What follows belongs to an exercise in optimizing a design on an open flow for small area and a short achievable clock period; a production flow would make more cautious choices. The RTL was checked by simulation tests, not by an equivalence proof against the original design. The flow treats the clock pin as an ideal source, which a real chip does not have. Power figures rest on the tool's default switching activity, not on a simulated workload.

==> flow/design.v <==
`timescale 1ns/1ns
module hub75_soc (
    input  logic        core_clk,
    input  logic        arst_n,
    input  logic [31:0] host_addr,
    input  logic [31:0] host_wdata,
    input  logic [3:0]  host_wmask,
    input  logic        host_wen,
    input  logic        host_ren,
    output logic [31:0] host_rdata,
    output logic        host_done,
    output logic        panel_r0,
    output logic        panel_g0,
    output logic        panel_b0,
    output logic        panel_r1,
    output logic        panel_g1,
    output logic        panel_b1,
    output logic        panel_row_a,
    output logic        panel_row_b,
    output logic        panel_row_c,
    output logic        panel_row_d,
    output logic        panel_row_e,
    output logic        panel_clk,
    output logic        panel_stb,
    output logic        panel_oe,
    output logic        led
);
    localparam int WORDS  = 128;
    localparam int GROUPS = 43;    
    logic       mem_hit;
    logic       pp_hit;
    logic [6:0] idx;
    logic [5:0] hit_part;
    logic [1:0] hit_half_n;
    for (genvar k = 0; k < 5; k++) begin : g_hitp
        nor4 u_hp (.a(host_addr[9+4*k]), .b(host_addr[10+4*k]), .c(host_addr[11+4*k]),
                   .d(host_addr[12+4*k]), .y(hit_part[k]));
    end
    nor3  u_hp5 (.a(host_addr[29]), .b(host_addr[30]), .c(host_addr[31]), .y(hit_part[5]));
    nand3 u_hh0 (.a(hit_part[0]), .b(hit_part[1]), .c(hit_part[2]), .y(hit_half_n[0]));
    nand3 u_hh1 (.a(hit_part[3]), .b(hit_part[4]), .c(hit_part[5]), .y(hit_half_n[1]));
    nor2  u_hit (.a(hit_half_n[0]), .b(hit_half_n[1]), .y(mem_hit));
    logic hit_hi;
    logic hit_lo;
    assign hit_hi = ~|host_addr[31:20];
    assign hit_lo = ~|host_addr[19:9];
    assign pp_hit  = host_addr[31:2] == 30'h0004_0000;
    assign idx     = host_addr[8:2];
    logic [15:0] dec_lo;       
    logic [7:0]  dec_hi;       
    logic [15:0] dec_lo_w;     
    logic [7:0]  dec_hi_w;     
    logic [3:0]  lane_we;      
    for (genvar j = 0; j < 16; j++) begin : g_dlo
        dec4   #(.VAL(j)) u_dec   (.a(idx[3:0]), .y(dec_lo[j]));
        dec4w  #(.VAL(j)) u_dec_w (.a(idx[3:0]), .y(dec_lo_w[j]));
    end
    for (genvar i = 0; i < 8; i++) begin : g_dhi
        dec3w  #(.VAL(i)) u_dec   (.a(idx[6:4]), .en(mem_hit), .y(dec_hi[i]));
        dec3w  #(.VAL(i)) u_dec_w (.a(idx[6:4]), .en(hit_lo), .y(dec_hi_w[i]));
    end
    for (genvar l = 0; l < 4; l++) begin : g_lane
        and3 u_lane (.a(host_wmask[l]), .b(host_wen), .c(hit_hi), .y(lane_we[l]));
    end
    logic [31:0] word_q [WORDS];
    for (genvar w = 0; w < WORDS; w++) begin : g_word
        for (genvar l = 0; l < 4; l++) begin : g_lane
            logic we;
            and3 u_we (.a(dec_hi_w[w/16]), .b(dec_lo_w[w%16]), .c(lane_we[l]), .y(we));
            always_ff @(posedge core_clk) begin
                if (we) word_q[w][l*8 +: 8] <= host_wdata[l*8 +: 8];
            end
        end
    end
    logic [31:0] pp_q;
    logic [31:0] pp_val;
    assign pp_val = pp_q;
    always_ff @(posedge core_clk or negedge arst_n) begin
        if (!arst_n) begin
            pp_q <= '0;
        end else if (host_wen && pp_hit) begin
            if (host_wmask[0]) pp_q[7:0]   <= host_wdata[7:0];
            if (host_wmask[1]) pp_q[15:8]  <= host_wdata[15:8];
            if (host_wmask[2]) pp_q[23:16] <= host_wdata[23:16];
            if (host_wmask[3]) pp_q[31:24] <= host_wdata[31:24];
        end
    end
    logic [31:0] rdata;
    logic [31:0] rd_a_n_d;
    logic [31:0] rd_b_n_d;
    logic [31:0] rd_p_n_d;
    logic [31:0] rd_a_n_q;
    logic [31:0] rd_b_n_q;
    logic [31:0] rd_p_n_q;
    assign rd_p_n_d  = ~(pp_val & {32{pp_hit}});
    for (genvar b = 0; b < 32; b++) begin : g_rbit
        logic [7:0] grp_n;    
        for (genvar i = 0; i < 8; i++) begin : g_grp
            logic [5:0] l1_n;   
            logic [1:0] l2;     
            for (genvar k = 0; k < 5; k++) begin : g_l1
                ao222_n u_ao (
                    .a0 (word_q[16*i+3*k][b]),   .s0 (dec_lo[3*k]),
                    .a1 (word_q[16*i+3*k+1][b]), .s1 (dec_lo[3*k+1]),
                    .a2 (word_q[16*i+3*k+2][b]), .s2 (dec_lo[3*k+2]),
                    .y  (l1_n[k])
                );
            end
            nand2 u_last (.a(word_q[16*i+15][b]), .b(dec_lo[15]), .y(l1_n[5]));
            nand3 u_l2a (.a(l1_n[0]), .b(l1_n[1]), .c(l1_n[2]), .y(l2[0]));
            nand3 u_l2b (.a(l1_n[3]), .b(l1_n[4]), .c(l1_n[5]), .y(l2[1]));
            oa21_n u_l3 (.a0(l2[0]), .a1(l2[1]), .b(dec_hi[i]), .y(grp_n[i]));
        end
        and4 u_ra (.a(grp_n[0]), .b(grp_n[1]), .c(grp_n[2]), .d(grp_n[3]), .y(rd_a_n_d[b]));
        and4 u_rb (.a(grp_n[4]), .b(grp_n[5]), .c(grp_n[6]), .d(grp_n[7]), .y(rd_b_n_d[b]));
    end
    always_ff @(posedge core_clk) begin
        rd_a_n_q <= rd_a_n_d;
        rd_b_n_q <= rd_b_n_d;
        rd_p_n_q <= rd_p_n_d;
    end
    assign rdata = ~(rd_a_n_q & rd_b_n_q & rd_p_n_q);
    logic done_q;
    always_ff @(posedge core_clk or negedge arst_n) begin
        if (!arst_n) done_q <= 1'b0;
        else         done_q <= host_ren | host_wen;
    end
    assign host_rdata  = rdata;
    assign host_done   = done_q;
    assign panel_r0    = pp_q[8];
    assign panel_r1    = pp_q[9];
    assign panel_g0    = pp_q[10];
    assign panel_g1    = pp_q[11];
    assign panel_b0    = pp_q[12];
    assign panel_b1    = pp_q[13];
    assign panel_row_a = pp_q[16];
    assign panel_row_b = pp_q[17];
    assign panel_row_c = pp_q[18];
    assign panel_row_d = pp_q[19];
    assign panel_row_e = pp_q[20];
    assign panel_stb   = pp_q[21];
    assign panel_oe    = pp_q[22];
    assign panel_clk   = pp_q[24];
    assign led         = ~pp_q[0];
endmodule
module ao222_n (
    input  logic a0, s0, a1, s1, a2, s2,
    output logic y
);
    assign y = ~((a0 & s0) | (a1 & s1) | (a2 & s2));
endmodule
module and4 (
    input  logic a, b, c, d,
    output logic y
);
    assign y = a & b & c & d;
endmodule
module nor4 (
    input  logic a, b, c, d,
    output logic y
);
    assign y = ~(a | b | c | d);
endmodule
module nor3 (
    input  logic a, b, c,
    output logic y
);
    assign y = ~(a | b | c);
endmodule
module nor2 (
    input  logic a, b,
    output logic y
);
    assign y = ~(a | b);
endmodule
module nand3 (
    input  logic a, b, c,
    output logic y
);
    assign y = ~(a & b & c);
endmodule
module nand2 (
    input  logic a, b,
    output logic y
);
    assign y = ~(a & b);
endmodule
module and3 (
    input  logic a, b, c,
    output logic y
);
    assign y = a & b & c;
endmodule
module and2 (
    input  logic a, b,
    output logic y
);
    assign y = a & b;
endmodule
module oa21_n (
    input  logic a0, a1, b,
    output logic y
);
    assign y = ~((a0 | a1) & b);
endmodule
module dec4 #(
    parameter int VAL = 0
) (
    input  logic [3:0] a,
    output logic       y
);
    assign y = a == 4'(VAL);
endmodule
module dec4w #(
    parameter int VAL = 0
) (
    input  logic [3:0] a,
    output logic       y
);
    assign y = a == 4'(VAL);
endmodule
module dec3w #(
    parameter int VAL = 0
) (
    input  logic [2:0] a,
    input  logic       en,
    output logic       y
);
    assign y = en & (a == 3'(VAL));
endmodule
export LEC_CHECK = 0
export CAP_MARGIN = 20
export CORE_MARGIN = 2
export CORE_UTILIZATION = 60
export SLEW_MARGIN = 20
export SYNTH_HIERARCHICAL = 1
export SYNTH_MEMORY_MAX_BITS = 16384
export SYNTH_MINIMUM_KEEP_SIZE = 0
create_clock -name core_clock -period 5.0 [get_ports {core_clk}]
standard.sh (not shown) runs the stock make flow with config.mk's settings and CLKGATE_MAP_FILE= SYNTH_SCRIPT=/design/flow/synth_recipe.tcl, a recipe that flattens the netlist after the stock synthesis.
==> flow/flow/run.sh <==
#!/bin/bash
# Standard ORFS layout, with three changes:
# - the setup-slack margin is applied only from clock tree synthesis on
#   (with ideal clocks before CTS the margin would make the resizer upsize
#   every input-to-register path for nothing);
# - explicit CTS clustering;
# - after placement, port buffers that came out as delay cells are made
#   plain buffers (flow/swap_ports.tcl).
# Each step's full output goes to a log file in this folder.
set -euo pipefail
MARGIN=2.5
RES=orfs/results/sky130hd/hub75_soc/base
bash standard.sh synth > log_synth.txt 2>&1
bash standard.sh floorplan > log_floorplan.txt 2>&1
bash standard.sh place > log_place.txt 2>&1
ODB_FILE=$RES/3_place.odb openroad -no_init -exit flow/swap_ports.tcl > log_swap_ports.txt 2>&1
SETUP_SLACK_MARGIN=$MARGIN \
CTS_ARGS="-sink_clustering_enable -repair_clock_nets -sink_clustering_size 25 -sink_clustering_max_diameter 80" \
  bash standard.sh cts > log_cts.txt 2>&1
SETUP_SLACK_MARGIN=$MARGIN bash standard.sh route > log_route.txt 2>&1
SETUP_SLACK_MARGIN=$MARGIN bash standard.sh finish > log_finish.txt 2>&1
test -f out/final.def
==> flow/flow/swap_ports.tcl <==
# Give each port a plain buffer: port buffering picks a delay cell
# (clkdlybuf4s50), which the footprint-matched resizer can only swap for
# other delay cells. Replaces those port buffers with buf_4 in place.
read_liberty $::env(FLOW_HOME)/platforms/sky130hd/lib/sky130_fd_sc_hd__tt_025C_1v80.lib
read_db $::env(ODB_FILE)
set block [ord::get_db_block]
set n 0
foreach bt [$block getBTerms] {
  set net [$bt getNet]
  if {$net eq "NULL"} continue
  foreach it [$net getITerms] {
    set inst [$it getInst]
    set m [[$inst getMaster] getName]
    if {[string match "*clkdlybuf*" $m] || [string match "*dlygate*" $m]} {
      replace_cell [$inst getName] sky130_fd_sc_hd__buf_4
      incr n
    }
  }
}
puts "replaced $n port buffers"
write_db $::env(ODB_FILE)
The starting point completed without violations.
==> next run, changes <==
--- a/flow/design.v
+++ b/flow/design.v
@@ -31,14 +31,5 @@
     logic       pp_hit;
     logic [6:0] idx;
-    logic [5:0] hit_part;
-    logic [1:0] hit_half_n;
-    for (genvar k = 0; k < 5; k++) begin : g_hitp
-        nor4 u_hp (.a(host_addr[9+4*k]), .b(host_addr[10+4*k]), .c(host_addr[11+4*k]),
-                   .d(host_addr[12+4*k]), .y(hit_part[k]));
-    end
-    nor3  u_hp5 (.a(host_addr[29]), .b(host_addr[30]), .c(host_addr[31]), .y(hit_part[5]));
-    nand3 u_hh0 (.a(hit_part[0]), .b(hit_part[1]), .c(hit_part[2]), .y(hit_half_n[0]));
-    nand3 u_hh1 (.a(hit_part[3]), .b(hit_part[4]), .c(hit_part[5]), .y(hit_half_n[1]));
-    nor2  u_hit (.a(hit_half_n[0]), .b(hit_half_n[1]), .y(mem_hit));
+    assign mem_hit = ~|host_addr[31:9];
     logic hit_hi;
     logic hit_lo;
@@ -57,5 +48,5 @@
     end
     for (genvar i = 0; i < 8; i++) begin : g_dhi
-        dec3w  #(.VAL(i)) u_dec   (.a(idx[6:4]), .en(mem_hit), .y(dec_hi[i]));
+        dec3   #(.VAL(i)) u_dec   (.a(idx[6:4]), .y(dec_hi[i]));
         dec3w  #(.VAL(i)) u_dec_w (.a(idx[6:4]), .en(hit_lo), .y(dec_hi_w[i]));
     end
@@ -93,4 +84,6 @@
     logic [31:0] rd_b_n_q;
     logic [31:0] rd_p_n_q;
+    logic        mem_hit_n;
+    assign mem_hit_n = ~mem_hit;
     assign rd_p_n_d  = ~(pp_val & {32{pp_hit}});
     for (genvar b = 0; b < 32; b++) begin : g_rbit
@@ -112,6 +105,6 @@
             oa21_n u_l3 (.a0(l2[0]), .a1(l2[1]), .b(dec_hi[i]), .y(grp_n[i]));
         end
-        and4 u_ra (.a(grp_n[0]), .b(grp_n[1]), .c(grp_n[2]), .d(grp_n[3]), .y(rd_a_n_d[b]));
-        and4 u_rb (.a(grp_n[4]), .b(grp_n[5]), .c(grp_n[6]), .d(grp_n[7]), .y(rd_b_n_d[b]));
+        ao41 u_ra (.a(grp_n[0]), .b(grp_n[1]), .c(grp_n[2]), .d(grp_n[3]), .e(mem_hit_n), .y(rd_a_n_d[b]));
+        ao41 u_rb (.a(grp_n[4]), .b(grp_n[5]), .c(grp_n[6]), .d(grp_n[7]), .e(mem_hit_n), .y(rd_b_n_d[b]));
     end
     always_ff @(posedge core_clk) begin
@@ -150,27 +143,9 @@
     assign y = ~((a0 & s0) | (a1 & s1) | (a2 & s2));
 endmodule
-module and4 (
-    input  logic a, b, c, d,
-    output logic y
-);
-    assign y = a & b & c & d;
-endmodule
-module nor4 (
-    input  logic a, b, c, d,
-    output logic y
-);
-    assign y = ~(a | b | c | d);
-endmodule
-module nor3 (
-    input  logic a, b, c,
-    output logic y
-);
-    assign y = ~(a | b | c);
-endmodule
-module nor2 (
-    input  logic a, b,
-    output logic y
-);
-    assign y = ~(a | b);
+module ao41 (
+    input  logic a, b, c, d, e,
+    output logic y
+);
+    assign y = (a & b & c & d) | e;
 endmodule
 module nand3 (
@@ -220,4 +195,12 @@
     assign y = a == 4'(VAL);
 endmodule
+module dec3 #(
+    parameter int VAL = 0
+) (
+    input  logic [2:0] a,
+    output logic       y
+);
+    assign y = a == 3'(VAL);
+endmodule
 module dec3w #(
     parameter int VAL = 0
Result:
- This time the run completed and failed the layout checks on antenna violations
- power rose slightly
- sequential power barely changes
- clock-buffer cell count rose by 16
- design area stays flat
- worst setup slack got worse by 0.025 ns
- register-to-register slack got worse by 0.03 ns
- via count hardly moves

[static timing again, ports no longer ideal]
The flow's constraints put no driver on any port. The routed layouts listed below were extracted and timed again, unchanged, in two steps.
Step 1 (the two cells are an assumption about what drives the block):
set clk [get_ports {core_clk}]
set_driving_cell -lib_cell sky130_fd_sc_hd__clkbuf_16 $clk
set_driving_cell -lib_cell sky130_fd_sc_hd__buf_2 [delete_from_list [all_inputs] $clk]
Step 2 moves the port delays by t, midway between the first and last clock arrival at a register: inputs arrive t later, outputs are due t later. That takes back most of the time a late clock gives input paths.
a / b / c = ideal ports / drivers / drivers and shift; a / b = the first two.
run	t, ns	slack for setup (ns)	clock arrival spread, ns	worst data-port slew with drivers (ns)
the first run	0.956	2.392 / 2.296 / 1.340	0.035 / 0.035	0.24
the second run	0.976	2.367 / 2.314 / 1.338	0.045 / 0.045	0.21
For the first run, which loses most, drivers alone change the setup slack by -0.096 ns; drivers and shift together by -1.052 ns.
